What follows belongs to an exercise in optimizing a design on an open flow for small area; a production flow would make more cautious choices.
In this exercise RTL edits were held to simulation tests only and were not proved equivalent to the original.
Power figures rest on the tool's default switching activity, not on a simulated workload. The clock port is modelled as an ideal driver; clocking choices that lean on that would not hold on a real chip.

### flow/flow/run.sh
#!/bin/bash
# The standard layout (standard.sh, with the standard synthesis unchanged), with:
#  - port buffers as buf_1 cells (buffer_ports -buffer_cell),
#  - CTS with larger sink clusters and no dummy loads.
# The make output goes to standard_flow.log; each ORFS step keeps its own log under orfs/logs.
set -euo pipefail
bash standard.sh \
  BUFFER_PORTS_ARGS="-buffer_cell sky130_fd_sc_hd__buf_1" \
  CTS_ARGS="-sink_clustering_enable -repair_clock_nets -sink_clustering_size 25 -sink_clustering_max_diameter 80 -buf_list sky130_fd_sc_hd__clkbuf_16 -dont_use_dummy_load" \
  finish > standard_flow.log 2>&1
### flow/standard.sh
#!/bin/bash
# synth_recipe.tcl (not shown) runs the flow's synth.tcl, then flattens the netlist and writes it again
# the make line also repeats each setting of config.mk as NAME=value (left out here)
make -C /OpenROAD-flow-scripts/flow DESIGN_CONFIG=/design/flow/config.mk WORK_HOME=/design/flow/orfs CLKGATE_MAP_FILE= SYNTH_SCRIPT=/design/flow/synth_recipe.tcl "${@:-finish}"
### flow/config.mk
export PLATFORM = sky130hd
export DESIGN_NAME = thread_mmu
export DESIGN_NICKNAME = thread_mmu
export VERILOG_FILES = /design/flow/design.v
export SDC_FILE = /design/flow/constraint.sdc
export NUM_CORES = 4
export LEC_CHECK = 0
export CAP_MARGIN = 0
export CORE_MARGIN = 2
export CORE_UTILIZATION = 60
export PLACE_DENSITY = 0.7
export SLEW_MARGIN = 0
export SYNTH_HIERARCHICAL = 1
### flow/constraint.sdc
create_clock -name core_clock -period 7.0 [get_ports {clk}]
set_input_delay 1.4000 -clock core_clock [delete_from_list [all_inputs] [get_ports {clk}]]
set_output_delay 1.4000 -clock core_clock [all_outputs]
set_load 0.01 [all_outputs]
### flow/design.v
module tm_ao22 (input logic a, b, c, d, output logic y);
   assign y = (a & b) | (c & d);
endmodule
module tm_ao222 (input logic a, b, c, d, e, f, output logic y);
   assign y = (a & b) | (c & d) | (e & f);
endmodule
module tm_aoi222 (input logic a, b, c, d, e, f, output logic y);
   assign y = ~((a & b) | (c & d) | (e & f));
endmodule
module tm_nand3b (input logic an, b, c, output logic y);
   assign y = ~(~an & b & c);
endmodule
module tm_nand2 (input logic a, b, output logic y);
   assign y = ~(a & b);
endmodule
module tm_nor2 (input logic a, b, output logic y);
   assign y = ~(a | b);
endmodule
module tm_and2 (input logic a, b, output logic y);
   assign y = a & b;
endmodule
module tm_inv (input logic a, output logic y);
   assign y = ~a;
endmodule
module tm_oai21 (input logic a1, a2, b1, output logic y);
   assign y = ~((a1 | a2) & b1);
endmodule
module tm_rd8 (input logic [7:0] s, input logic [7:0] x, output logic y);
   logic n0, n1, t67;
   tm_aoi222 u_0 (.a(s[0]), .b(x[0]), .c(s[1]), .d(x[1]), .e(s[2]), .f(x[2]), .y(n0));
   tm_aoi222 u_1 (.a(s[3]), .b(x[3]), .c(s[4]), .d(x[4]), .e(s[5]), .f(x[5]), .y(n1));
   tm_ao22   u_2 (.a(s[6]), .b(x[6]), .c(s[7]), .d(x[7]), .y(t67));
   tm_nand3b u_3 (.an(t67), .b(n0), .c(n1), .y(y));
endmodule
module tm_ao21 (input logic a1, a2, b1, output logic y);
   assign y = (a1 & a2) | b1;
endmodule
module tm_cmp (
   input  logic [31:0] a1,
   input  logic [31:0] b1,
   input  logic        cn1,
   output logic        c32
);
   logic [32:0] w_c;     
   logic [32:0] w_c0;    
   logic [32:0] w_c1;    
   assign w_c[1] = cn1;
   for (genvar k = 1; k < 10; k++) begin : g_b0
      tm_oai21 u_c (.a1(a1[k]), .a2(w_c[k]), .b1(b1[k]), .y(w_c[k+1]));
   end
   for (genvar k = 10; k < 32; k++) begin : g_b12
      if (k == 10 || k == 20) begin : g_start
         tm_inv u_0 (.a(a1[k]), .y(w_c0[k+1]));
         tm_inv u_1 (.a(b1[k]), .y(w_c1[k+1]));
      end else begin : g_next
         tm_oai21 u_0 (.a1(a1[k]), .a2(w_c0[k]), .b1(b1[k]), .y(w_c0[k+1]));
         tm_oai21 u_1 (.a1(a1[k]), .a2(w_c1[k]), .b1(b1[k]), .y(w_c1[k+1]));
      end
   end
   tm_ao21 u_s1 (.a1(w_c1[20]), .a2(w_c[10]), .b1(w_c0[20]), .y(w_c[20]));
   tm_ao21 u_s2 (.a1(w_c1[32]), .a2(w_c[20]), .b1(w_c0[32]), .y(c32));
endmodule
module tm_lookup #(
   parameter int NT = 8,
   parameter int AW = 32
) (
   input  logic [NT*AW-1:0] base,     
   input  logic [NT*AW-1:0] limit,    
   input  logic [NT-1:0]    sel,
   input  logic [AW-1:0]    addr,
   output logic             hit
);
   logic [AW-1:0] w_sb, w_sl, w_an;
   logic [AW-1:0] w_ab, w_bb, w_al, w_bl;    
   logic          w_cb1, w_cl1, w_hb, w_hl;
   for (genvar k = 0; k < AW; k++) begin : g_bit
      logic [NT-1:0] xb, xl;
      for (genvar t = 0; t < NT; t++) begin : g_t
         assign xb[t] = base[t*AW+k];
         assign xl[t] = limit[t*AW+k];
      end
      tm_rd8 u_rb (.s(sel), .x(xb), .y(w_sb[k]));
      tm_rd8 u_rl (.s(sel), .x(xl), .y(w_sl[k]));
      if (k == 0) begin : g_first
         tm_nor2 u_cb (.a(w_sb[k]), .b(addr[k]), .y(w_cb1));
         tm_and2 u_cl (.a(addr[k]),  .b(w_sl[k]), .y(w_cl1));
         assign w_ab[k] = 1'b0;
         assign w_bb[k] = 1'b0;
         assign w_al[k] = 1'b0;
         assign w_bl[k] = 1'b0;
      end else begin : g_rest
         tm_inv u_an (.a(addr[k]), .y(w_an[k]));
         if (k % 2 == 0) begin : g_even
            tm_nor2  u_gb (.a(w_sb[k]), .b(w_an[k]), .y(w_ab[k]));
            tm_nand2 u_pb (.a(w_sb[k]), .b(w_an[k]), .y(w_bb[k]));
            tm_nor2  u_gl (.a(addr[k]), .b(w_sl[k]), .y(w_al[k]));
            tm_nand2 u_pl (.a(addr[k]), .b(w_sl[k]), .y(w_bl[k]));
         end else begin : g_odd
            tm_nor2  u_pb (.a(w_sb[k]), .b(addr[k]),  .y(w_ab[k]));
            tm_nand2 u_gb (.a(w_sb[k]), .b(addr[k]),  .y(w_bb[k]));
            tm_nor2  u_pl (.a(w_an[k]), .b(w_sl[k]), .y(w_al[k]));
            tm_nand2 u_gl (.a(w_an[k]), .b(w_sl[k]), .y(w_bl[k]));
         end
      end
   end
   tm_cmp u_cb (.a1(w_ab), .b1(w_bb), .cn1(w_cb1), .c32(w_hb));
   tm_cmp u_cl (.a1(w_al), .b1(w_bl), .cn1(w_cl1), .c32(w_hl));
   assign hit = w_hb & w_hl;
endmodule
module thread_mmu #(
   parameter int NUM_TRD = 8,
   parameter int TRD_W   = 3,
   parameter int AW      = 32
) (
   input  logic             clk,
   input  logic             rst_n,
   input  logic [AW-1:0]    i_addr,
   input  logic [TRD_W-1:0] i_trd,
   input  logic             i_rd,
   input  logic [AW-1:0]    d_addr,
   input  logic [TRD_W-1:0] d_trd,
   input  logic             d_rd,
   input  logic             d_wr,
   output logic             i_segfault,
   output logic             d_segfault,
   input  logic             i_fill_req,
   input  logic             d_fill_req,
   input  logic             d_fill_wr,
   output logic             i_fill_done,
   output logic             d_fill_done,
   output logic             fill_err,
   input  logic             cfg_we,
   input  logic             cfg_side,
   input  logic [TRD_W-1:0] cfg_trd,
   input  logic [AW-1:0]    cfg_base,
   input  logic [AW-1:0]    cfg_limit,
   input  logic             ready,
   input  logic             tx_done,
   output logic [1:0]       mem_op,
   output logic [63:0]      cpu_addr
);
   logic [NUM_TRD*AW-1:0] w_ib, w_il, w_db, w_dl;
   logic                  r_v0_i, r_v0_d;
   logic [AW-1:0]         w_wb, w_wl;    
   assign w_wb = cfg_base  ^ 32'hAAAA_AAAB;
   assign w_wl = cfg_limit ^ 32'h5555_5555;
   for (genvar t = 0; t < NUM_TRD; t++) begin : g_trd
      logic          w_we_i, w_we_d, w_hold_i, w_hold_d;
      logic [AW-1:0] r_ib, r_il, r_db, r_dl;
      logic [AW-1:0] w_ib_d, w_il_d, w_db_d, w_dl_d;
      assign w_we_i   = cfg_we & ~cfg_side & (cfg_trd == TRD_W'(t));
      assign w_we_d   = cfg_we &  cfg_side & (cfg_trd == TRD_W'(t));
      assign w_hold_i = ~w_we_i;
      assign w_hold_d = ~w_we_d;
      for (genvar k = 0; k < AW; k++) begin : g_bit
         tm_ao22 u_ib (.a(r_ib[k]), .b(w_hold_i), .c(w_wb[k]),      .d(w_we_i), .y(w_ib_d[k]));
         tm_ao22 u_il (.a(r_il[k]), .b(w_hold_i), .c(w_wl[k]),     .d(w_we_i), .y(w_il_d[k]));
         tm_ao22 u_db (.a(r_db[k]), .b(w_hold_d), .c(w_wb[k]),      .d(w_we_d), .y(w_db_d[k]));
         tm_ao22 u_dl (.a(r_dl[k]), .b(w_hold_d), .c(w_wl[k]),     .d(w_we_d), .y(w_dl_d[k]));
      end
      always_ff @(posedge clk) begin
         r_ib[AW-2:0] <= w_ib_d[AW-2:0];
         r_il[AW-2:0] <= w_il_d[AW-2:0];
         r_db[AW-2:0] <= w_db_d[AW-2:0];
         r_dl[AW-2:0] <= w_dl_d[AW-2:0];
      end
      if (t == 0) begin : g_t0
         always_ff @(posedge clk) begin
            r_ib[AW-1] <= w_ib_d[AW-1];
            r_il[AW-1] <= w_il_d[AW-1];
            r_db[AW-1] <= w_db_d[AW-1];
            r_dl[AW-1] <= w_dl_d[AW-1];
         end
         always_ff @(posedge clk or negedge rst_n) begin
            if (!rst_n) begin
               r_v0_i <= 1'b0;
               r_v0_d <= 1'b0;
            end else begin
               r_v0_i <= r_v0_i | w_we_i;
               r_v0_d <= r_v0_d | w_we_d;
            end
         end
      end else begin : g_tn
         always_ff @(posedge clk or negedge rst_n) begin
            if (!rst_n) begin
               r_ib[AW-1] <= 1'b0;
               r_il[AW-1] <= 1'b0;
               r_db[AW-1] <= 1'b0;
               r_dl[AW-1] <= 1'b0;
            end else begin
               r_ib[AW-1] <= w_ib_d[AW-1];
               r_il[AW-1] <= w_il_d[AW-1];
               r_db[AW-1] <= w_db_d[AW-1];
               r_dl[AW-1] <= w_dl_d[AW-1];
            end
         end
      end
      assign w_ib[t*AW +: AW] = r_ib;
      assign w_il[t*AW +: AW] = r_il;
      assign w_db[t*AW +: AW] = r_db;
      assign w_dl[t*AW +: AW] = r_dl;
   end
   logic [NUM_TRD-1:0] w_i_sel, w_d_sel;
   logic               w_i_cmp, w_d_cmp, w_i_in, w_d_in;
   for (genvar t = 0; t < NUM_TRD; t++) begin : g_sel
      assign w_i_sel[t] = (i_trd == TRD_W'(t));
      assign w_d_sel[t] = (d_trd == TRD_W'(t));
   end
   tm_lookup #(.NT(NUM_TRD), .AW(AW)) u_i_look (
      .base(w_ib), .limit(w_il), .sel(w_i_sel), .addr(i_addr), .hit(w_i_cmp));
   tm_lookup #(.NT(NUM_TRD), .AW(AW)) u_d_look (
      .base(w_db), .limit(w_dl), .sel(w_d_sel), .addr(d_addr), .hit(w_d_cmp));
   assign w_i_in = (w_i_sel[0] & ~r_v0_i) ? (i_addr[AW-1:9] == 23'h80)  : w_i_cmp;
   assign w_d_in = (w_d_sel[0] & ~r_v0_d) ? (d_addr[AW-1:8] == 24'h102) : w_d_cmp;
   assign i_segfault = i_rd & ~w_i_in;
   assign d_segfault = (d_rd | d_wr) & ~w_d_in;
   typedef enum logic [1:0] {ST_IDLE, ST_ISSUE, ST_WAIT, ST_DONE} state_t;
   state_t        r_state, w_nxt;
   logic          r_side, r_last_d, r_err;
   logic          r_i_done, r_d_done, r_fill_err;
   logic [1:0]    r_op;
   logic [AW-1:0] r_addr, w_addr_d;
   logic          w_i_pend, w_d_pend, w_grant, w_gnt_d, w_sel_valid;
   logic          w_ld_i, w_ld_d, w_ld_n;
   assign w_i_pend    = i_fill_req & ~r_i_done;
   assign w_d_pend    = d_fill_req & ~r_d_done;
   assign w_grant     = (r_state == ST_IDLE) & (w_i_pend | w_d_pend);
   assign w_gnt_d     = w_d_pend & (~w_i_pend | ~r_last_d);
   assign w_sel_valid = w_gnt_d ? w_d_in : w_i_in;
   always_comb begin
      w_nxt = r_state;
      case (r_state)
         ST_IDLE:  if (w_i_pend || w_d_pend) begin
                      if (w_sel_valid) w_nxt = ST_ISSUE;
                      else             w_nxt = ST_DONE;
                   end
         ST_ISSUE: if (ready) w_nxt = ST_WAIT;
         ST_WAIT:  if (tx_done) w_nxt = ST_DONE;
         default:  w_nxt = ST_IDLE;
      endcase
   end
   assign w_ld_d = w_grant & w_sel_valid & w_gnt_d;
   assign w_ld_i = w_grant & w_sel_valid & ~w_gnt_d;
   assign w_ld_n = ~(w_grant & w_sel_valid);
   for (genvar k = 0; k < AW; k++) begin : g_addr
      tm_ao222 u_a (.a(r_addr[k]), .b(w_ld_n), .c(d_addr[k]), .d(w_ld_d), .e(i_addr[k]),
                    .f(w_ld_i), .y(w_addr_d[k]));
   end
   always_ff @(posedge clk or negedge rst_n) begin
      if (!rst_n) begin
         r_state    <= ST_IDLE;
         r_side     <= 1'b0;
         r_last_d   <= 1'b0;
         r_err      <= 1'b0;
         r_op       <= 2'b00;
         r_addr     <= '0;
         r_i_done   <= 1'b0;
         r_d_done   <= 1'b0;
         r_fill_err <= 1'b0;
      end else begin
         r_state    <= w_nxt;
         r_addr     <= w_addr_d;
         r_i_done   <= (r_state == ST_DONE) && !r_side;
         r_d_done   <= (r_state == ST_DONE) && r_side;
         r_fill_err <= (r_state == ST_DONE) && r_err;
         if (w_grant) begin
            r_side   <= w_gnt_d;
            r_last_d <= w_gnt_d;
            r_op     <= (w_gnt_d && d_fill_wr) ? 2'b11 : 2'b01;
            r_err    <= !w_sel_valid;
         end
      end
   end
   assign mem_op      = (r_state == ST_ISSUE) ? r_op : 2'b00;
   assign cpu_addr    = {{(64-AW){1'b0}}, r_addr};
   assign i_fill_done = r_i_done;
   assign d_fill_done = r_d_done;
   assign fill_err    = r_fill_err;
endmodule
==> results.py, run 1 <==
metrics = {
    "placement": {
        "buffer_ports.inserted": 187,
        "total_placed_cells_including_tap_cells": 4573,
        "place_worst_setup_slack_ps": 123.4,
        "gpl.final_weighted_congestion": 0.9288,
        "place_hpwl_um": 85820,
    },
    "clocking": {
        "worstSkewPairLatency_ps": 640,
        "cts_tree": "done",
        "cts_hold_buffers": 0,
        "clockRootBuffer": "sky130_fd_sc_hd__clkbuf_16",
        "cts_htree_levels": 2,
        "cts_sinks": 1067,
        "path_clk_slew_ps": 90,
        "cts_buffers": 50,
        "cts-root-to-sink-buffers": 3,
    },
    "layout": {
        "areaGrowthSynthToFinish_pct": 11.10,
        "antennaDiodeCount": 0,
        "num-fill-cells": 4989,
        "sequential_cell_area_um2": 21720,
        "multiInputGateArea_um2": 17130,
        "post_route_cells_drive_above_1_share": 0.06394,
        "nets": 3925,
        "finalNonFillerCells": 4624,
    },
    "detailed_routing": {
        "drcViolationCount": 0,
        "detail-route-antenna-nets": 0,
        "wirelength_um": 144000,
        "vias": 35150,
        "drt-pass1-iter-count": 10,
        "drt-initial-drc-count": 5716,
        "vias_per_cell": 7.601,
        "wl_per_cell_um": 31.15,
    },
    "global_routing": {
        "groute.layer.met3.usage": 0.08713,
        "grt_antenna_before_repair": 2,
        "grt_util_all_layers": 0.4092,
        "globalRouteMet2Util": 0.6444,
        "global_route.peak_usage_layer": "met2",
        "grt_max_degree": 67,
        "first_global_vias": 33640,
        "grtUsageMet1": 0.5382,
        "grt_first_pass_wirelength_um": 212200,
        "overflow": 0,
    },
    "outcome": {
        "status": "complete, no violations",
    },
    "sta": {
        "worst_slew_pin_slew_ps": 1234,
        "report.final.setup_viol": 0,
        "fin_tns_setup_ps": 0,
        "timing.final.hold_violations": 0,
        "maximum_clock_rate_mhz": 146.6,
        "timing.final.ws_setup_ps": 180.5,
        "post-route-min-period_ps": 6820,
        "slew_viol_final": 0,
        "hold_slack_ps": 483.6,
        "finClkSkew_ps": 30.18,
        "final_cycle_utilization_of_the_critical_path": 0.9742,
        "relSlewSlack": 0.1775,
    },
    "power_and_ir_drop": {
        "cellPowerDensity_nw_per_um2": 330.6,
        "irDropWorstVdd_mv": 0.2437,
        "finalPower_w": 0.01445,
        "leakage_nw": 17.81,
    },
    "floorplan": {
        "die_h_um": 260.1,
        "floorplan.rows": 93,
        "core-area_um2": 64700,
        "die_area_um2": 67650,
        "initial_core_utilization": 0.6082,
        "die-width_um": 260.1,
        "ioPinCount": 220,
    },
    "worst_setup_path": {
        "critPathMaxFanout": 29,
        "crit_path_start_kind": "input pin",
        "cp.arrival_ps": 5420,
        "criticalPathCategory": "in2out",
        "worst_setup_path_end_kind": "output pin",
        "worst_ep_required_time_ps": 5600,
    },
    "logic_synthesis": {
        "synthesis.instances": 3414,
        "synthesis.area_per_instance_um2": 11.53,
        "synthesis.area_um2": 39350,
        "synth.yosys.warnings": 7,
    },
    "job": {
        "timing.max_cap.violations": 0,
    },
    "hold_path": {
        "holdCritPathClass": "reg2reg",
    },
}
## power by group
group	switching, W	total, W	internal, W
clock network	0.00189	0.00317	0.00128
logic	0.00142	0.00306	0.00164
registers	0.000775	0.00822	0.00745
## sequential cells by signal, indices dropped and copies added (netlist names), 2 cells and up
register    cells
g_trd.r_db    256
g_trd.r_dl    256
g_trd.r_ib    256
g_trd.r_il    256
r_addr         32
r_op            2
r_state         2
## per-layer routing
layer	wire length, µm	vias to the layer above
met4	7563	2
met3	18080	458
met5	13	-
met2	64150	2661
met1	54210	17310
li1	-	14720
## per-stage QoR
step	cell area [µm²]	util
after global placement	42450	0.6561
after CTS	43700	0.6754
after global routing	43720	0.6757
final	43720	0.6757
after floorplan	39550	-
after detailed placement	42450	0.6561
## repair_timing
action	in CTS	in global routing
endpoints found under the setup margin	0	2
buffers inserted	0	0
resized for setup	0	10
## cell usage in the layout (no fill, tap or decap), types with 71 or more instances in the layout
master                        n
sky130_fd_sc_hd__a22o_1    1153
sky130_fd_sc_hd__dfxtp_1    996
sky130_fd_sc_hd__a222oi_1   288
sky130_fd_sc_hd__o21ai_1    197
sky130_fd_sc_hd__buf_1      180
sky130_fd_sc_hd__inv_1      145
sky130_fd_sc_hd__nor2_1     135
sky130_fd_sc_hd__nand2_1    131
sky130_fd_sc_hd__nand3b_1   128
sky130_fd_sc_hd__buf_4      107
sky130_fd_sc_hd__dfrtp_1     71
## area by class of cell
class | count | area share
flip-flops and latches | 1067 | 0.4967
multi-input cells | 2176 | 0.3918
repair buffers | 315 | 0.04436
clock buffers | 50 | 0.02862
well taps | 855 | 0.02447
inverters | 161 | 0.01405
## worst max-delay path, stage by stage
cell                       delay (ps)
sky130_fd_sc_hd__buf_2            370
sky130_fd_sc_hd__buf_4            210
sky130_fd_sc_hd__nor3_4            50
sky130_fd_sc_hd__buf_12           190
sky130_fd_sc_hd__buf_4            200
sky130_fd_sc_hd__a222oi_1         400
sky130_fd_sc_hd__nand3b_1         200
sky130_fd_sc_hd__nand2_1          100
sky130_fd_sc_hd__inv_1             40
sky130_fd_sc_hd__o21ai_1          120
sky130_fd_sc_hd__o21ai_1           90
sky130_fd_sc_hd__o21ai_1          170
sky130_fd_sc_hd__o21ai_1          100
sky130_fd_sc_hd__o21ai_1          150
sky130_fd_sc_hd__o21ai_1           90
sky130_fd_sc_hd__o21ai_1          220
sky130_fd_sc_hd__o21ai_1          110
sky130_fd_sc_hd__o21ai_1          150
sky130_fd_sc_hd__o21ai_1           90
sky130_fd_sc_hd__o21ai_1          150
sky130_fd_sc_hd__a21o_1           140
sky130_fd_sc_hd__and2_1           190
sky130_fd_sc_hd__o41ai_2          110
sky130_fd_sc_hd__o21ai_0          140
sky130_fd_sc_hd__nor2_1            80
sky130_fd_sc_hd__buf_1            140
## worst paths after layout
kind                                   from  cells after the start          to  slack (ps)
min in group asynchronous             rst_n                      1   r_addr[6]         640
setup reg to reg           g_trd[0].r_il[0]                     23   r_addr[7]        2490
max in group asynchronous             rst_n                      2  r_addr[26]        5080
setup / recovery                   d_trd[0]                     26  d_segfault         180
hold / removal                      r_op[0]                      1     r_op[0]         480
hold reg to reg                     r_op[0]                      1     r_op[0]         480
==> run 2: changes to the inputs <==
--- a/flow/flow/run.sh
+++ b/flow/flow/run.sh
@@ -7,4 +7,4 @@
 bash standard.sh \
   BUFFER_PORTS_ARGS="-buffer_cell sky130_fd_sc_hd__buf_1" \
-  CTS_ARGS="-sink_clustering_enable -repair_clock_nets -sink_clustering_size 25 -sink_clustering_max_diameter 80 -buf_list sky130_fd_sc_hd__clkbuf_16 -dont_use_dummy_load" \
+  CTS_ARGS="-sink_clustering_enable -repair_clock_nets -sink_clustering_size 30 -sink_clustering_max_diameter 100 -buf_list sky130_fd_sc_hd__clkbuf_16 -dont_use_dummy_load" \
   finish > standard_flow.log 2>&1
--- a/flow/config.mk
+++ b/flow/config.mk
@@ -8,6 +8,6 @@
 export CAP_MARGIN = 0
 export CORE_MARGIN = 2
-export CORE_UTILIZATION = 60
-export PLACE_DENSITY = 0.7
+export CORE_UTILIZATION = 40
+export PLACE_DENSITY = 0.6
 export SLEW_MARGIN = 0
 export SYNTH_HIERARCHICAL = 1
==> run 2 against run 1 <==
Against the previous run:
- still clean
- area after synthesis unchanged
- final area up 1.2%
- worst hold slack worse by 11 ps
- critical path depth down 3
- setup slack better by 31 ps
- flip-flop and latch count unchanged
- wire length up 7.8%
- die area up 49%
- power down 0.80%
- largest power group unchanged
==> results.py, run 2 <==
metrics = {
    "layout": {
        "post_route_cells_drive_above_1_share": 0.06343,
        "num-fill-cells": 9113,
        "areaGrowthSynthToFinish_pct": 12.42,
        "layout_common_cells": "sky130_fd_sc_hd__a22o_1 (1153), sky130_fd_sc_hd__dfxtp_1 (996), sky130_fd_sc_hd__a222oi_1 (288), sky130_fd_sc_hd__o21ai_1 (195), sky130_fd_sc_hd__buf_1 (184)",
        "nets": 3924,
        "mostFrequentLayoutCell": "sky130_fd_sc_hd__a22o_1",
        "final_design_utilization": 0.4515,
        "antennaDiodeCount": 0,
    },
    "worst_setup_path": {
        "r2r-end": "r_addr[14]",
        "worst-r2r-setup-slack_ps": 2580,
        "worst_setup_path_startpoint": "d_trd[2]",
        "timing.critical_path.depth": 23,
        "critPathMaxFanout": 14,
        "r2r.worst_path.cells": 22,
        "worst_ep_required_time_ps": 5600,
        "cp.buffers_inverters": 4,
        "worst_setup_path_end_kind": "output pin",
        "critical_path.endpoint": "d_segfault",
        "regToRegStartpoint": "g_trd[3].r_dl[0]",
        "worstPathCellList": "buf_1, buf_12, and3b_4, buf_4, a22o_1, nand3b_1, and2_1, o21ai_1, o21ai_1, o21ai_1, o21ai_1, o21ai_1, o21ai_1, o21ai_1, o21ai_2, o21ai_1, a21o_1, a21o_1, and2_1, o41ai_2, o21ai_0, nor2_1, buf_1",
        "crit_path_start_kind": "input pin",
        "crit_top_cell": "sky130_fd_sc_hd__o21ai_1",
        "criticalPathCategory": "in2out",
        "critPathTopFamily": "compound AO/OA/AOI/OAI gates",
        "worst_path_max_delay_cell": "sky130_fd_sc_hd__and3b_4",
        "cp.arrival_ps": 5390,
        "critPathMaxStageDelay_ps": 470,
    },
    "clocking": {
        "cts_htree_levels": 2,
        "cts_tree": "done",
        "postCtsSetupBuffers": 0,
        "cts_resized": 0,
        "clockRootBuffer": "sky130_fd_sc_hd__clkbuf_16",
        "cts-root-to-sink-buffers": 3,
        "cts_sinks": 1067,
        "cts_hold_buffers": 0,
        "worstSkewPairLatency_ps": 670,
        "cts_buffers": 43,
        "path_clk_slew_ps": 90,
    },
    "logic_synthesis": {
        "synth.yosys.warnings": 7,
        "synthesis.instances": 3414,
        "synthesis.area_per_instance_um2": 11.53,
        "synthesis.area_um2": 39350,
    },
    "hold_path": {
        "holdCritPathClass": "reg2reg",
    },
    "sta": {
        "relSlewSlack": 0.1765,
        "post-route-min-period_ps": 6788,
        "report.final.setup_viol": 0,
        "timing.final.ws_setup_ps": 211.6,
        "slew_viol_final": 0,
        "rsz_0062_raised_after_global_routing": "no",
        "fin_tns_setup_ps": 0,
        "worst_slew_pin_slew_ps": 1235,
        "finClkSkew_ps": 95.13,
        "maximum_clock_rate_mhz": 147.3,
        "timing.final.hold_violations": 0,
        "final_cycle_utilization_of_the_critical_path": 0.9698,
    },
    "global_routing": {
        "groute.layer.met3.usage": 0.05834,
        "globalRouteMet2Util": 0.4529,
        "grt_first_pass_wirelength_um": 224900,
        "overflow": 0,
        "grt_max_degree": 66,
        "first_global_vias": 31780,
        "grt_antenna_before_repair": 5,
        "grtUsageMet1": 0.4113,
        "grt_util_all_layers": 0.2931,
        "global_route.peak_usage_layer": "met2",
    },
    "placement": {
        "gpl.final_weighted_congestion": 0.8641,
        "buffer_ports.inserted": 187,
        "place_worst_setup_slack_ps": 68.58,
        "place_hpwl_um": 96700,
    },
    "floorplan": {
        "ioPinCount": 220,
        "initial_core_utilization": 0.4016,
        "die_h_um": 317.7,
        "core-area_um2": 97990,
        "floorplan.rows": 115,
        "die-width_um": 317.7,
        "die_area_um2": 100900,
    },
    "detailed_routing": {
        "vias": 34080,
        "wl_per_cell_um": 30.70,
        "detail-route-antenna-nets": 0,
        "drt-pass1-iter-count": 7,
        "wirelength_um": 155200,
        "drt-initial-drc-count": 5344,
        "vias_per_cell": 6.742,
        "drcViolationCount": 0,
    },
    "power_and_ir_drop": {
        "cellPowerDensity_nw_per_um2": 324.1,
        "leakage_nw": 17.76,
        "irDropWorstVdd_mv": 0.1617,
    },
    "job": {
        "timing.max_cap.violations": 0,
    },
    "outcome": {
        "status": "complete, no violations",
    },
}
-- run 2: layer usage --
metal | share of wire | vias up
met5 | 0.00014 | -
met4 | 0.033 | 4
met3 | 0.099 | 275
met2 | 0.44 | 1962
met1 | 0.43 | 17140
li1 | - | 14700
-- run 2: worst reg2reg max path, stage by stage, from the launching register on --
cell and delay (ps):
sky130_fd_sc_hd__dfxtp_1 330, sky130_fd_sc_hd__a222oi_1 440, sky130_fd_sc_hd__nand3b_1 110, sky130_fd_sc_hd__and2_1 150, sky130_fd_sc_hd__o21ai_1 120, sky130_fd_sc_hd__o21ai_1 80
sky130_fd_sc_hd__o21ai_1 130, sky130_fd_sc_hd__o21ai_1 80, sky130_fd_sc_hd__o21ai_1 140, sky130_fd_sc_hd__o21ai_1 90, sky130_fd_sc_hd__o21ai_1 160, sky130_fd_sc_hd__o21ai_2 140
sky130_fd_sc_hd__o21ai_1 270, sky130_fd_sc_hd__a21o_1 310, sky130_fd_sc_hd__a21o_1 150, sky130_fd_sc_hd__and2_1 250, sky130_fd_sc_hd__o41ai_2 130, sky130_fd_sc_hd__nor3b_2 170
sky130_fd_sc_hd__o21ai_1 140, sky130_fd_sc_hd__nand3_2 120, sky130_fd_sc_hd__buf_4 320, sky130_fd_sc_hd__a222oi_1 380, sky130_fd_sc_hd__inv_1 80
-- run 2: metrics by stage --
stage	area (µm²)	total power [W]	hold slack, ps	cells
2_1_floorplan	39550	0.01030	430.1	3445
3_3_place_gp	43150	0.01130	451.8	5012
6_report	44240	0.01434	472.3	5055
4_1_cts	44230	0.01429	471.6	5055
3_5_place_dp	43150	0.01134	453.5	5012
5_1_grt	44240	0.01493	493.3	5055
-- run 2: final cells by class --
class | count | area [µm²] | area share
inverter | 161 | 624.3 | 0.01411
timing repair buffer | 322 | 2085 | 0.04712
clock buffer | 43 | 1076 | 0.02432
tap | 1287 | 1610 | 0.03640
multi-input combinational | 2175 | 17130 | 0.3871
sequential | 1067 | 21720 | 0.4909
-- run 2: power by group --
part	switching (W)	internal, W
sequential	0.000789	0.00745
clock	0.00192	0.00111
combinational	0.00142	0.00165
total	0.00413	0.0102
-- run 2: how the worst min path moves through the flow --
stage / from / end / slack (ps) / depth (start not counted)
floorplan: r_op[0] / r_op[0] / 430 / 1
detailed placement: r_op[0] / r_op[0] / 450 / 1
finish: r_last_d / r_i_done / 470 / 1
CTS: r_last_d / r_i_done / 470 / 1
global route: r_last_d / r_i_done / 490 / 1
global placement: r_op[0] / r_op[0] / 450 / 1
==> run 3: changes to the inputs <==
--- a/flow/design.v
+++ b/flow/design.v
@@ -36,8 +36,10 @@
    assign y = (a1 & a2) | b1;
 endmodule
-module tm_cmp (
+module tm_cmp #(
+   parameter bit INV1 = 1'b0
+) (
    input  logic [31:0] a1,
    input  logic [31:0] b1,
-   input  logic        cn1,
+   input  logic        c1,
    output logic        c32
 );
@@ -45,5 +47,5 @@
    logic [32:0] w_c0;    
    logic [32:0] w_c1;    
-   assign w_c[1] = cn1;
+   assign w_c[1] = c1;
    for (genvar k = 1; k < 10; k++) begin : g_b0
       tm_oai21 u_c (.a1(a1[k]), .a2(w_c[k]), .b1(b1[k]), .y(w_c[k+1]));
@@ -51,6 +53,6 @@
    for (genvar k = 10; k < 32; k++) begin : g_b12
       if (k == 10 || k == 20) begin : g_start
-         tm_inv u_0 (.a(a1[k]), .y(w_c0[k+1]));
-         tm_inv u_1 (.a(b1[k]), .y(w_c1[k+1]));
+         tm_inv u_0 (.a(INV1 ? b1[k] : a1[k]), .y(w_c0[k+1]));
+         tm_inv u_1 (.a(INV1 ? a1[k] : b1[k]), .y(w_c1[k+1]));
       end else begin : g_next
          tm_oai21 u_0 (.a1(a1[k]), .a2(w_c0[k]), .b1(b1[k]), .y(w_c0[k+1]));
@@ -58,6 +60,11 @@
       end
    end
-   tm_ao21 u_s1 (.a1(w_c1[20]), .a2(w_c[10]), .b1(w_c0[20]), .y(w_c[20]));
-   tm_ao21 u_s2 (.a1(w_c1[32]), .a2(w_c[20]), .b1(w_c0[32]), .y(c32));
+   if (INV1) begin : g_sel_n
+      tm_ao21 u_s1 (.a1(w_c0[20]), .a2(w_c[10]), .b1(w_c1[20]), .y(w_c[20]));
+      tm_ao21 u_s2 (.a1(w_c0[32]), .a2(w_c[20]), .b1(w_c1[32]), .y(c32));
+   end else begin : g_sel_p
+      tm_ao21 u_s1 (.a1(w_c1[20]), .a2(w_c[10]), .b1(w_c0[20]), .y(w_c[20]));
+      tm_ao21 u_s2 (.a1(w_c1[32]), .a2(w_c[20]), .b1(w_c0[32]), .y(c32));
+   end
 endmodule
 module tm_lookup #(
@@ -73,5 +80,5 @@
    logic [AW-1:0] w_sb, w_sl, w_an;
    logic [AW-1:0] w_ab, w_bb, w_al, w_bl;    
-   logic          w_cb1, w_cl1, w_hb, w_hl;
+   logic          w_cb1, w_cl1, w_hb, w_hln;
    for (genvar k = 0; k < AW; k++) begin : g_bit
       logic [NT-1:0] xb, xl;
@@ -83,28 +90,26 @@
       tm_rd8 u_rl (.s(sel), .x(xl), .y(w_sl[k]));
       if (k == 0) begin : g_first
-         tm_nor2 u_cb (.a(w_sb[k]), .b(addr[k]), .y(w_cb1));
-         tm_and2 u_cl (.a(addr[k]),  .b(w_sl[k]), .y(w_cl1));
+         tm_nor2  u_cb (.a(w_sb[k]), .b(addr[k]), .y(w_cb1));
+         tm_nand2 u_cl (.a(addr[k]), .b(w_sl[k]), .y(w_cl1));
          assign w_ab[k] = 1'b0;
          assign w_bb[k] = 1'b0;
          assign w_al[k] = 1'b0;
          assign w_bl[k] = 1'b0;
-      end else begin : g_rest
-         tm_inv u_an (.a(addr[k]), .y(w_an[k]));
-         if (k % 2 == 0) begin : g_even
-            tm_nor2  u_gb (.a(w_sb[k]), .b(w_an[k]), .y(w_ab[k]));
-            tm_nand2 u_pb (.a(w_sb[k]), .b(w_an[k]), .y(w_bb[k]));
-            tm_nor2  u_gl (.a(addr[k]), .b(w_sl[k]), .y(w_al[k]));
-            tm_nand2 u_pl (.a(addr[k]), .b(w_sl[k]), .y(w_bl[k]));
-         end else begin : g_odd
-            tm_nor2  u_pb (.a(w_sb[k]), .b(addr[k]),  .y(w_ab[k]));
-            tm_nand2 u_gb (.a(w_sb[k]), .b(addr[k]),  .y(w_bb[k]));
-            tm_nor2  u_pl (.a(w_an[k]), .b(w_sl[k]), .y(w_al[k]));
-            tm_nand2 u_gl (.a(w_an[k]), .b(w_sl[k]), .y(w_bl[k]));
-         end
-      end
-   end
-   tm_cmp u_cb (.a1(w_ab), .b1(w_bb), .cn1(w_cb1), .c32(w_hb));
-   tm_cmp u_cl (.a1(w_al), .b1(w_bl), .cn1(w_cl1), .c32(w_hl));
-   assign hit = w_hb & w_hl;
+      end else if (k % 2 == 0) begin : g_even
+         tm_inv   u_an (.a(addr[k]), .y(w_an[k]));
+         tm_nor2  u_gb (.a(w_sb[k]), .b(w_an[k]), .y(w_ab[k]));
+         tm_nand2 u_pb (.a(w_sb[k]), .b(w_an[k]), .y(w_bb[k]));
+         tm_nor2  u_pl (.a(w_an[k]), .b(w_sl[k]), .y(w_al[k]));
+         tm_nand2 u_gl (.a(w_an[k]), .b(w_sl[k]), .y(w_bl[k]));
+      end else begin : g_odd
+         tm_nor2  u_pb (.a(w_sb[k]), .b(addr[k]), .y(w_ab[k]));
+         tm_nand2 u_gb (.a(w_sb[k]), .b(addr[k]), .y(w_bb[k]));
+         tm_nor2  u_gl (.a(addr[k]), .b(w_sl[k]), .y(w_al[k]));
+         tm_nand2 u_pl (.a(addr[k]), .b(w_sl[k]), .y(w_bl[k]));
+      end
+   end
+   tm_cmp #(.INV1(1'b0)) u_cb (.a1(w_ab), .b1(w_bb), .c1(w_cb1), .c32(w_hb));
+   tm_cmp #(.INV1(1'b1)) u_cl (.a1(w_al), .b1(w_bl), .c1(w_cl1), .c32(w_hln));
+   assign hit = w_hb & ~w_hln;
 endmodule
 module thread_mmu #(
@@ -144,5 +149,5 @@
    logic [AW-1:0]         w_wb, w_wl;    
    assign w_wb = cfg_base  ^ 32'hAAAA_AAAB;
-   assign w_wl = cfg_limit ^ 32'h5555_5555;
+   assign w_wl = cfg_limit ^ 32'hAAAA_AAAB;
    for (genvar t = 0; t < NUM_TRD; t++) begin : g_trd
       logic          w_we_i, w_we_d, w_hold_i, w_hold_d;
@@ -185,7 +190,7 @@
             if (!rst_n) begin
                r_ib[AW-1] <= 1'b0;
-               r_il[AW-1] <= 1'b0;
+               r_il[AW-1] <= 1'b1;
                r_db[AW-1] <= 1'b0;
-               r_dl[AW-1] <= 1'b0;
+               r_dl[AW-1] <= 1'b1;
             end else begin
                r_ib[AW-1] <= w_ib_d[AW-1];
--- a/flow/flow/run.sh
+++ b/flow/flow/run.sh
@@ -7,4 +7,4 @@
 bash standard.sh \
   BUFFER_PORTS_ARGS="-buffer_cell sky130_fd_sc_hd__buf_1" \
-  CTS_ARGS="-sink_clustering_enable -repair_clock_nets -sink_clustering_size 30 -sink_clustering_max_diameter 100 -buf_list sky130_fd_sc_hd__clkbuf_16 -dont_use_dummy_load" \
+  CTS_ARGS="-sink_clustering_enable -repair_clock_nets -sink_clustering_size 25 -sink_clustering_max_diameter 80 -buf_list sky130_fd_sc_hd__clkbuf_16 -dont_use_dummy_load" \
   finish > standard_flow.log 2>&1
==> run 3 against run 2 <==
Against the previous run:
- still clean on timing, DRC and antenna
- power up 1.4%
- flip-flop and latch count unchanged
- combinational power down 2%
- final area up 0.17%
- die area down 0.22%
- wire length down 4.8%
- global-route usage down 0.99 points
- clock power up 9.6%
- critical path depth unchanged
- fmax down 1.3%
- worst hold slack worse by 1.3 ps
- register-to-register slack worse by 210 ps
- largest power group unchanged
==> results.py, run 3 <==
metrics = {
    "clocking": {
        "worstSkewPairLatency_ps": 710,
        "cts_sinks": 1067,
        "cts_resized": 0,
        "path_clk_slew_ps": 70,
        "cts_hold_buffers": 0,
        "cts_tree": "done",
        "cts_htree_levels": 2,
        "cts_buffers": 53,
        "cts-root-to-sink-buffers": 3,
        "clockRootBuffer": "sky130_fd_sc_hd__clkbuf_16",
        "postCtsSetupBuffers": 0,
    },
    "worst_setup_path": {
        "critPathMaxStageDelay_ps": 370,
        "criticalPathCategory": "in2out",
        "crit_path_start_kind": "input pin",
        "r2r-end": "r_addr[2]",
        "crit_top_cell": "sky130_fd_sc_hd__o21ai_1",
        "worst-r2r-setup-slack_ps": 2370,
        "cp.buffers_inverters": 5,
        "worst_path_max_delay_cell": "sky130_fd_sc_hd__o21ai_1",
        "critPathTopFamily": "compound AO/OA/AOI/OAI gates",
        "cp.arrival_ps": 5480,
        "worst_ep_required_time_ps": 5600,
        "critPathMaxFanout": 17,
        "worst_setup_path_end_kind": "output pin",
        "regToRegStartpoint": "g_trd[3].r_il[1]",
        "worstPathCellList": "buf_1, buf_12, nor3_4, buf_4, buf_4, a222oi_1, nand3b_1, nor2_1, o21ai_1, o21ai_1, o21ai_1, o21ai_1, o21ai_1, o21ai_1, o21ai_1, o21ai_1, o21ai_1, a21o_1, a21o_1, nor2b_4, o41ai_4, and3_1, buf_1",
        "r2r.worst_path.cells": 22,
    },
    "floorplan": {
        "die_area_um2": 100700,
        "core-area_um2": 96990,
        "ioPinCount": 220,
        "die_h_um": 317.3,
        "floorplan.rows": 114,
        "die-width_um": 317.3,
        "initial_core_utilization": 0.4048,
    },
    "layout": {
        "areaGrowthSynthToFinish_pct": 12.87,
        "mostFrequentLayoutCell": "sky130_fd_sc_hd__a22o_1",
        "finalNonFillerCells": 5027,
        "design_area_um2": 44310,
        "post_route_cells_drive_above_1_share": 0.07042,
        "layout_common_cells": "sky130_fd_sc_hd__a22o_1 (1153), sky130_fd_sc_hd__dfxtp_1 (996), sky130_fd_sc_hd__a222oi_1 (288), sky130_fd_sc_hd__o21ai_1 (197), sky130_fd_sc_hd__buf_1 (186)",
        "nets": 3905,
    },
    "global_routing": {
        "grt_util_all_layers": 0.2832,
        "global_route.peak_usage_layer": "met2",
        "globalRouteMet2Util": 0.4516,
        "overflow": 0,
        "groute.layer.met3.usage": 0.04004,
        "grt_antenna_before_repair": 2,
        "first_global_vias": 31500,
        "grtUsageMet1": 0.3989,
        "grt_max_degree": 66,
        "grt_first_pass_wirelength_um": 215600,
    },
    "placement": {
        "buffer_ports.inserted": 187,
        "total_placed_cells_including_tap_cells": 4972,
        "dpl-instance-area_um2": 42980,
        "gpl.final_weighted_congestion": 0.8402,
        "place_hpwl_um": 92550,
    },
    "hold_path": {
        "holdPathEnd": "r_i_done",
        "holdCritPathClass": "reg2reg",
        "hold_depth": 1,
        "hold_start": "r_last_d",
    },
    "sta": {
        "post-route-min-period_ps": 6877,
        "worst_slew_pin_slew_ps": 1206,
        "timing.final.hold_violations": 0,
        "slew_viol_final": 0,
        "fin_tns_setup_ps": 0,
        "relSlewSlack": 0.1962,
        "finClkSkew_ps": 125.1,
        "final_cycle_utilization_of_the_critical_path": 0.9825,
        "hold_slack_ps": 471.0,
        "maximum_clock_rate_mhz": 145.4,
        "rsz_0062_raised_after_global_routing": "no",
        "report.final.setup_viol": 0,
    },
    "detailed_routing": {
        "wirelength_um": 147700,
        "drt-initial-drc-count": 4796,
        "drt-pass1-iter-count": 7,
        "detail-route-antenna-nets": 0,
        "vias": 33560,
        "wl_per_cell_um": 29.38,
        "drcViolationCount": 0,
        "vias_per_cell": 6.677,
    },
    "power_and_ir_drop": {
        "leakage_nw": 17.68,
        "cellPowerDensity_nw_per_um2": 328.1,
        "finalPower_w": 0.01454,
        "irDropWorstVdd_mv": 0.1663,
    },
    "outcome": {
        "status": "complete, no violations",
    },
    "logic_synthesis": {
        "synthesis.area_um2": 39260,
        "synthesis.area_per_instance_um2": 11.61,
        "synth.yosys.warnings": 7,
        "synthesis.instances": 3383,
    },
    "job": {
        "timing.max_cap.violations": 0,
    },
}
run 3: per-stage QoR:
stage | worst slack [ps] | util
6_report | 122.6 | 0.4569
3_3_place_gp | 241.8 | 0.4432
2_1_floorplan | -22.67 | -
4_1_cts | 183.8 | 0.4568
3_5_place_dp | 196.5 | 0.4432
5_1_grt | 13.12 | 0.4569
run 3: worst max path at each step:
| stage | startpoint | end | depth (start not counted) |
|---|---|---|---|
| after global placement | i_trd[1] | i_segfault | 23 |
| final | i_trd[1] | i_segfault | 23 |
| after CTS | i_trd[1] | i_segfault | 23 |
| after floorplan | d_trd[1] | d_segfault | 22 |
| after global routing | i_trd[1] | i_segfault | 23 |
| after detailed placement | i_trd[1] | i_segfault | 23 |
run 3: area by class of cell:
type	instances	area [µm²]
multi-input cells	2175	17140
repair buffers	324	2009
inverters	130	508.0
well taps	1276	1597
clock buffers	53	1326
diodes	2	5.005
fillers	8996	52680
flip-flops and latches	1067	21730
run 3: routing by layer:
metal	share of wire	up-vias
met5	0	-
met4	0.027	0
met3	0.085	196
met2	0.45	1722
met1	0.43	16960
li1	-	14680
run 3: power breakdown:
part / switching (W) / leakage (nW) / internal, W / total (W)
sequential: 0.000748 / 9.19 / 0.00746 / 0.00821
combinational: 0.00137 / 7.84 / 0.00164 / 0.00301
clock: 0.00197 / 0.653 / 0.00135 / 0.00332
total: 0.00409 / 17.7 / 0.0104 / 0.0145
==> run 4: changes to the inputs <==
--- a/flow/config.mk
+++ b/flow/config.mk
@@ -8,6 +8,6 @@
 export CAP_MARGIN = 0
 export CORE_MARGIN = 2
-export CORE_UTILIZATION = 40
-export PLACE_DENSITY = 0.6
+export CORE_UTILIZATION = 60
+export PLACE_DENSITY = 0.7
 export SLEW_MARGIN = 0
 export SYNTH_HIERARCHICAL = 1
==> run 4 against run 3 <==
Against the previous run:
- wire length shrank 1.2%
- area after synthesis stayed put
- first-iteration DRC count up 29%
- fmax grew 0.14%
- clock power fell by 5%
- critical path type unchanged
- largest power group unchanged
- worst hold slack better by 17 ps
- largest cell class unchanged
- combinational power is essentially flat
- clock skew shrank 94 ps
- synthesized cell count unchanged
- global-route usage up 13 points
==> results.py, run 4 <==
metrics = {
    "outcome": {
        "status": "complete, no violations",
    },
    "floorplan": {
        "die-width_um": 259.8,
        "ioPinCount": 220,
        "floorplan.rows": 93,
        "die_h_um": 259.8,
        "die_area_um2": 67500,
        "core-area_um2": 64580,
        "initial_core_utilization": 0.6080,
    },
    "worst_setup_path": {
        "worst_setup_path_end_kind": "output pin",
        "crit_path_start_kind": "input pin",
        "critPathTopFamily": "compound AO/OA/AOI/OAI gates",
        "crit_top_cell": "sky130_fd_sc_hd__o21ai_1",
        "cp.buffers_inverters": 5,
        "cp.arrival_ps": 5470,
        "critPathMaxStageDelay_ps": 390,
        "worstPathCellList": "clkbuf_2, buf_4, nor3b_4, buf_12, a222oi_1, nand3b_1, nor2_1, o21ai_1, o21ai_1, o21ai_1, o21ai_1, o21ai_1, o21ai_1, o21ai_1, o21ai_1, o21ai_1, buf_4, a21o_1, a21o_1, nor2b_4, o41ai_4, and3_1, buf_1",
        "worst_ep_required_time_ps": 5600,
        "critPathMaxFanout": 17,
        "worst_path_max_delay_cell": "sky130_fd_sc_hd__a222oi_1",
        "criticalPathCategory": "in2out",
    },
    "power_and_ir_drop": {
        "finalPower_w": 0.01446,
        "power_switching_w": 0.004085,
        "power.sequential.fraction": 0.570,
        "p_clk_frac": 0.219,
        "cellPowerDensity_nw_per_um2": 332.1,
        "p_int_w": 0.01037,
        "irDropWorstVdd_mv": 0.2315,
        "leakage_nw": 17.56,
        "power_switching_share": 0.2826,
        "pwr-share-comb": 0.211,
    },
    "sta": {
        "finClkSkew_ps": 30.98,
        "relSlewSlack": 0.1912,
        "post-route-min-period_ps": 6868,
        "worst_slew_pin_slew_ps": 1213,
        "final_cycle_utilization_of_the_critical_path": 0.9811,
        "rsz_0062_raised_after_global_routing": "no",
        "fin_tns_setup_ps": 0,
        "timing.final.hold_violations": 0,
        "timing.final.ws_setup_ps": 132.4,
        "report.final.setup_viol": 0,
        "maximum_clock_rate_mhz": 145.6,
        "slew_viol_final": 0,
    },
    "global_routing": {
        "groute.layer.met3.usage": 0.1019,
        "grt_util_all_layers": 0.4142,
        "globalRouteMet2Util": 0.6297,
        "grt_max_degree": 67,
        "grt_first_pass_wirelength_um": 213700,
        "grt_antenna_before_repair": 1,
        "overflow": 0,
        "grtUsageMet1": 0.5554,
        "global_route.peak_usage_layer": "met2",
        "first_global_vias": 33780,
    },
    "logic_synthesis": {
        "synthesis.area_um2": 39260,
        "synth.yosys.warnings": 7,
        "synthesis.area_per_instance_um2": 11.61,
        "synthesis.instances": 3383,
    },
    "clocking": {
        "worstSkewPairLatency_ps": 640,
        "cts_htree_levels": 2,
        "cts_hold_buffers": 0,
        "cts_sinks": 1067,
        "cts_buffers": 50,
        "clockRootBuffer": "sky130_fd_sc_hd__clkbuf_16",
        "path_clk_slew_ps": 70,
        "cts-root-to-sink-buffers": 3,
        "cts_tree": "done",
    },
    "layout": {
        "finalNonFillerCells": 4581,
        "num-fill-cells": 4959,
        "layout_common_cells": "sky130_fd_sc_hd__a22o_1 (1153), sky130_fd_sc_hd__dfxtp_1 (996), sky130_fd_sc_hd__a222oi_1 (288), sky130_fd_sc_hd__o21ai_1 (197), sky130_fd_sc_hd__buf_1 (180)",
        "areaGrowthSynthToFinish_pct": 10.87,
        "mostFrequentLayoutCell": "sky130_fd_sc_hd__a22o_1",
        "nets": 3881,
        "post_route_cells_drive_above_1_share": 0.06604,
    },
    "placement": {
        "gpl.final_weighted_congestion": 0.9270,
        "place_hpwl_um": 87000,
        "buffer_ports.inserted": 187,
        "total_placed_cells_including_tap_cells": 4529,
        "place_worst_setup_slack_ps": 61.64,
    },
    "detailed_routing": {
        "drcViolationCount": 0,
        "detail-route-antenna-nets": 0,
        "wl_per_cell_um": 31.85,
        "wirelength_um": 145900,
        "vias_per_cell": 7.673,
        "drt-pass1-iter-count": 13,
        "vias": 35150,
        "drt-initial-drc-count": 6204,
    },
    "job": {
        "timing.max_cap.violations": 0,
    },
    "hold_path": {
        "holdCritPathClass": "reg2reg",
    },
}
==> run 4: per-stage QoR <==
stage	utilization	instance area (µm²)	hold slack (ps)
floorplan	-	39450	430.1
global placement	0.6544	42260	451.2
detailed placement	0.6544	42260	458.8
CTS	0.6738	43510	486.7
global route	0.6740	43530	498.0
finish	0.6741	43530	487.5
==> run 4: worst register-to-register path, stage by stage (launching register included) <==
cell                       delay (ps)
sky130_fd_sc_hd__dfxtp_1          340
sky130_fd_sc_hd__a222oi_1         390
sky130_fd_sc_hd__nand3b_1         180
sky130_fd_sc_hd__nor2_1           130
sky130_fd_sc_hd__o21ai_1           70
sky130_fd_sc_hd__o21ai_1          160
sky130_fd_sc_hd__o21ai_1          130
sky130_fd_sc_hd__o21ai_1          260
sky130_fd_sc_hd__o21ai_1          110
sky130_fd_sc_hd__o21ai_1          280
sky130_fd_sc_hd__o21ai_1          150
sky130_fd_sc_hd__o21ai_1          240
sky130_fd_sc_hd__o21ai_1          110
sky130_fd_sc_hd__buf_4            160
sky130_fd_sc_hd__a21o_1           220
sky130_fd_sc_hd__a21o_1           210
sky130_fd_sc_hd__nor2b_4          120
sky130_fd_sc_hd__o41ai_4           90
sky130_fd_sc_hd__buf_4            170
sky130_fd_sc_hd__o211ai_1         120
sky130_fd_sc_hd__nand3_2          120
sky130_fd_sc_hd__buf_4            270
sky130_fd_sc_hd__a222oi_1         450
sky130_fd_sc_hd__inv_1             70
==> run 4: path summary, 6_finish.rpt <==
| kind | cells after the start | startpoint | to | slack [ps] |
|---|---|---|---|---|
| setup / recovery | 23 | i_trd[1] | i_segfault | 130 |
| hold / removal | 1 | g_trd[3].r_dl[17] | g_trd[3].r_dl[17] | 490 |
| setup reg to reg | 23 | g_trd[0].r_il[1] | r_addr[1] | 2360 |
| hold reg to reg | 1 | g_trd[3].r_dl[17] | g_trd[3].r_dl[17] | 490 |
| max in group asynchronous | 2 | rst_n | r_addr[27] | 5110 |
| min in group asynchronous | 1 | rst_n | r_addr[9] | 660 |
==> run 4: layout make-up <==
type / count / area (µm²) / area share
Tap cell: 855 / 1070 / 0.02457
Clock buffer: 50 / 1251 / 0.02874
Multi-Input combinational cell: 2176 / 17150 / 0.3939
Sequential cell: 1067 / 21730 / 0.4993
Timing Repair Buffer: 302 / 1839 / 0.04225
Antenna cell: 1 / 2.502 / 0.00005748
Inverter: 130 / 490.5 / 0.01127
==> run 4: metal layers <==
metal	share of wire	up-vias
met5	0.000089	-
li1	-	14620
met4	0.050	2
met1	0.39	17440
met3	0.13	457
met2	0.44	2634
==> run 4: what timing repair did <==
action                     in CTS  in global routing
gates resized for setup         0                  7
hold endpoints to repair        0                  0
setup endpoints to repair       0                  2
buffers inserted                0                  0
==> run 4: power by group through the flow <==
stage               logic, W  clock network [W]  registers, W
floorplan            0.00216                  0       0.00814
global placement     0.00287                  0       0.00825
detailed placement   0.00297                  0       0.00833
CTS                  0.00298            0.00317       0.00820
global route         0.00326            0.00338       0.00837
finish               0.00304            0.00317       0.00824
==> run 5: changes to the inputs <==
--- a/flow/flow/run.sh
+++ b/flow/flow/run.sh
@@ -7,4 +7,4 @@
 bash standard.sh \
   BUFFER_PORTS_ARGS="-buffer_cell sky130_fd_sc_hd__buf_1" \
-  CTS_ARGS="-sink_clustering_enable -repair_clock_nets -sink_clustering_size 25 -sink_clustering_max_diameter 80 -buf_list sky130_fd_sc_hd__clkbuf_16 -dont_use_dummy_load" \
+  CTS_ARGS="-sink_clustering_enable -repair_clock_nets -sink_clustering_size 30 -sink_clustering_max_diameter 100 -buf_list sky130_fd_sc_hd__clkbuf_16 -dont_use_dummy_load" \
   finish > standard_flow.log 2>&1
==> run 5 against run 4 <==
Against the previous run:
- critical path type unchanged
- still clean
- final area is 0.51% lower
- critical endpoint unchanged
- highest routed layer unchanged
- sequential share of layout area is 0.26 points higher
- utilization is 0.34 points lower
==> results.py, run 5 <==
metrics = {
    "logic_synthesis": {
        "synthesis.area_um2": 39260,
        "synthesis.instances": 3383,
        "synth.yosys.warnings": 7,
        "synthesis.area_per_instance_um2": 11.61,
    },
    "worst_setup_path": {
        "r2r.worst_path.cells": 23,
        "critPathMaxFanout": 17,
        "worst_setup_path_end_kind": "output pin",
        "r2r-end": "r_addr[1]",
        "criticalPathCategory": "in2out",
        "critPathTopFamily": "compound AO/OA/AOI/OAI gates",
        "worst_ep_required_time_ps": 5600,
        "critical_path.endpoint": "i_segfault",
        "critPathMaxStageDelay_ps": 400,
        "worstPathCellList": "clkbuf_2, buf_4, nor3b_4, buf_12, a222oi_1, nand3b_1, nor2_1, o21ai_1, o21ai_1, o21ai_1, o21ai_1, o21ai_1, o21ai_1, o21ai_1, o21ai_1, o21ai_1, buf_4, a21o_1, a21o_1, nor2b_4, o41ai_4, and3_1, buf_1",
        "worst-r2r-setup-slack_ps": 2290,
        "cp.arrival_ps": 5490,
        "crit_top_cell": "sky130_fd_sc_hd__o21ai_1",
        "worst_setup_path_startpoint": "i_trd[1]",
        "worst_path_max_delay_cell": "sky130_fd_sc_hd__a222oi_1",
        "crit_path_start_kind": "input pin",
        "timing.critical_path.depth": 23,
        "regToRegStartpoint": "g_trd[0].r_il[1]",
        "cp.buffers_inverters": 5,
    },
    "detailed_routing": {
        "drt-initial-drc-count": 6178,
        "vias": 35060,
        "drt-pass1-iter-count": 10,
        "vias_per_cell": 7.667,
        "drcViolationCount": 0,
        "wirelength_um": 145700,
        "wl_per_cell_um": 31.85,
        "detail-route-antenna-nets": 0,
    },
    "floorplan": {
        "die-width_um": 259.8,
        "floorplan.rows": 93,
        "die_h_um": 259.8,
        "initial_core_utilization": 0.6080,
        "die_area_um2": 67500,
        "core-area_um2": 64580,
        "ioPinCount": 220,
    },
    "hold_path": {
        "holdCritPathClass": "reg2reg",
    },
    "clocking": {
        "cts-root-to-sink-buffers": 3,
        "worstSkewPairLatency_ps": 640,
        "cts_htree_levels": 2,
        "cts_hold_buffers": 0,
        "postCtsSetupBuffers": 0,
        "path_clk_slew_ps": 120,
        "clockRootBuffer": "sky130_fd_sc_hd__clkbuf_16",
        "cts_buffers": 41,
        "cts_sinks": 1067,
        "cts_tree": "done",
        "cts_resized": 0,
    },
    "power_and_ir_drop": {
        "leakage_nw": 17.45,
        "cellPowerDensity_nw_per_um2": 327.6,
        "finalPower_w": 0.01419,
        "irDropWorstVdd_mv": 0.2940,
    },
    "placement": {
        "buffer_ports.inserted": 187,
        "gpl.final_weighted_congestion": 0.9270,
        "place_worst_setup_slack_ps": 61.64,
        "place_hpwl_um": 87000,
    },
    "layout": {
        "mostFrequentLayoutCell": "sky130_fd_sc_hd__a22o_1",
        "layout_common_cells": "sky130_fd_sc_hd__a22o_1 (1153), sky130_fd_sc_hd__dfxtp_1 (996), sky130_fd_sc_hd__a222oi_1 (288), sky130_fd_sc_hd__o21ai_1 (197), sky130_fd_sc_hd__buf_1 (180)",
        "num-fill-cells": 4984,
        "nets": 3872,
        "post_route_cells_drive_above_1_share": 0.06378,
        "areaGrowthSynthToFinish_pct": 10.31,
    },
    "sta": {
        "timing.final.hold_violations": 0,
        "report.final.setup_viol": 0,
        "worst_slew_pin_slew_ps": 1215,
        "slew_viol_final": 0,
        "rsz_0062_raised_after_global_routing": "no",
        "final_cycle_utilization_of_the_critical_path": 0.9846,
        "maximum_clock_rate_mhz": 145.1,
        "post-route-min-period_ps": 6892,
        "relSlewSlack": 0.1898,
        "finClkSkew_ps": 37.84,
        "timing.final.ws_setup_ps": 108.1,
    },
    "global_routing": {
        "grt_util_all_layers": 0.4144,
        "first_global_vias": 33730,
        "grt_first_pass_wirelength_um": 213600,
        "grt_antenna_before_repair": 4,
        "grt_max_degree": 67,
        "overflow": 0,
    },
    "outcome": {
        "status": "complete, no violations",
    },
    "job": {
        "timing.max_cap.violations": 0,
    },
}
run 5: area by class of cell:
cell class	count	area, µm²	area share
diodes	2	5.005	0.0001156
clock buffers	41	1026	0.02369
inverters	130	490.5	0.01132
multi-input cells	2176	17150	0.3959
flip-flops and latches	1067	21730	0.5018
well taps	855	1070	0.02470
repair buffers	302	1839	0.04247
run 5: worst min path at each step:
stage | from | end | slack (ps) | depth (start not counted)
6_report | r_op[0] | r_op[0] | 490 | 1
5_1_grt | r_op[0] | r_op[0] | 500 | 1
4_1_cts | r_op[0] | r_op[0] | 490 | 1
3_5_place_dp | r_op[0] | r_op[0] | 460 | 1
3_3_place_gp | r_op[0] | r_op[0] | 450 | 1
2_1_floorplan | r_op[0] | r_op[0] | 430 | 1
run 5: power by group:
group / switching (W) / total [W] / internal [W]
clock: 0.00184 / 0.00290 / 0.00106
combinational: 0.00141 / 0.00305 / 0.00164
sequential: 0.000782 / 0.00824 / 0.00746
total: 0.00403 / 0.0142 / 0.0102
run 5: per-layer routing:
metal | part of all wire | vias to the layer above | global-route usage
met2 | 0.43 | 2676 | 0.6294
met3 | 0.13 | 446 | 0.1057
li1 | - | 14610 | -
met4 | 0.051 | 4 | 0.2026
met1 | 0.38 | 17330 | 0.5511
met5 | 0.00031 | - | 0
run 5: metrics by stage:
step,util,TNS (ps),cells,area (µm²),hold WS [ps]
after floorplan,-,-22.67,3414,39450,430.1
after global placement,0.6544,0,4529,42260,451.2
after detailed placement,0.6544,0,4529,42260,458.8
after CTS,0.6703,0,4570,43290,492.3
after global routing,0.6705,0,4571,43300,502.6
final,0.6706,0,4573,43310,494.8

==> static timing again, ports no longer ideal <==
The results above use ideal ports. As a check the final layouts listed here were re-extracted and re-timed, cells and wires unchanged.
Step 1, drivers: a clkbuf_16 drives clk and a buf_2 each remaining input, both assumed.
Step 2 moves the port delays by t, midway between the first and last clock arrival at a register: inputs arrive t later, outputs are due t later. That takes back most of the time a late clock gives input paths.
a / b / c = ideal / step 1 / step 2; a / b = the first two.
run | t, ns | slack for setup (ns) | hold slack, ns | latest minus earliest clock arrival (ns) | cell pins on the clock port's net
run 1 | 0.699 | 0.180 / 0.148 / 0.148 | 0.484 / 0.484 / 0.484 | 0.031 / 0.031 | 1
run 2 | 0.695 | 0.212 / 0.187 / 0.187 | 0.472 / 0.472 / 0.472 | 0.096 / 0.096 | 1
run 3 | 0.721 | 0.123 / 0.034 / 0.034 | 0.471 / 0.471 / 0.471 | 0.126 / 0.125 | 1
run 4 | 0.697 | 0.132 / 0.112 / 0.112 | 0.488 / 0.488 / 0.488 | 0.035 / 0.034 | 1
run 5 | 0.696 | 0.108 / 0.087 / 0.087 | 0.495 / 0.495 / 0.495 | 0.039 / 0.039 | 1
After both steps every run listed still meets setup and hold. The setup slack of run 3, which loses most, moves by -0.089 ns with the drivers and by -0.089 ns with both steps.
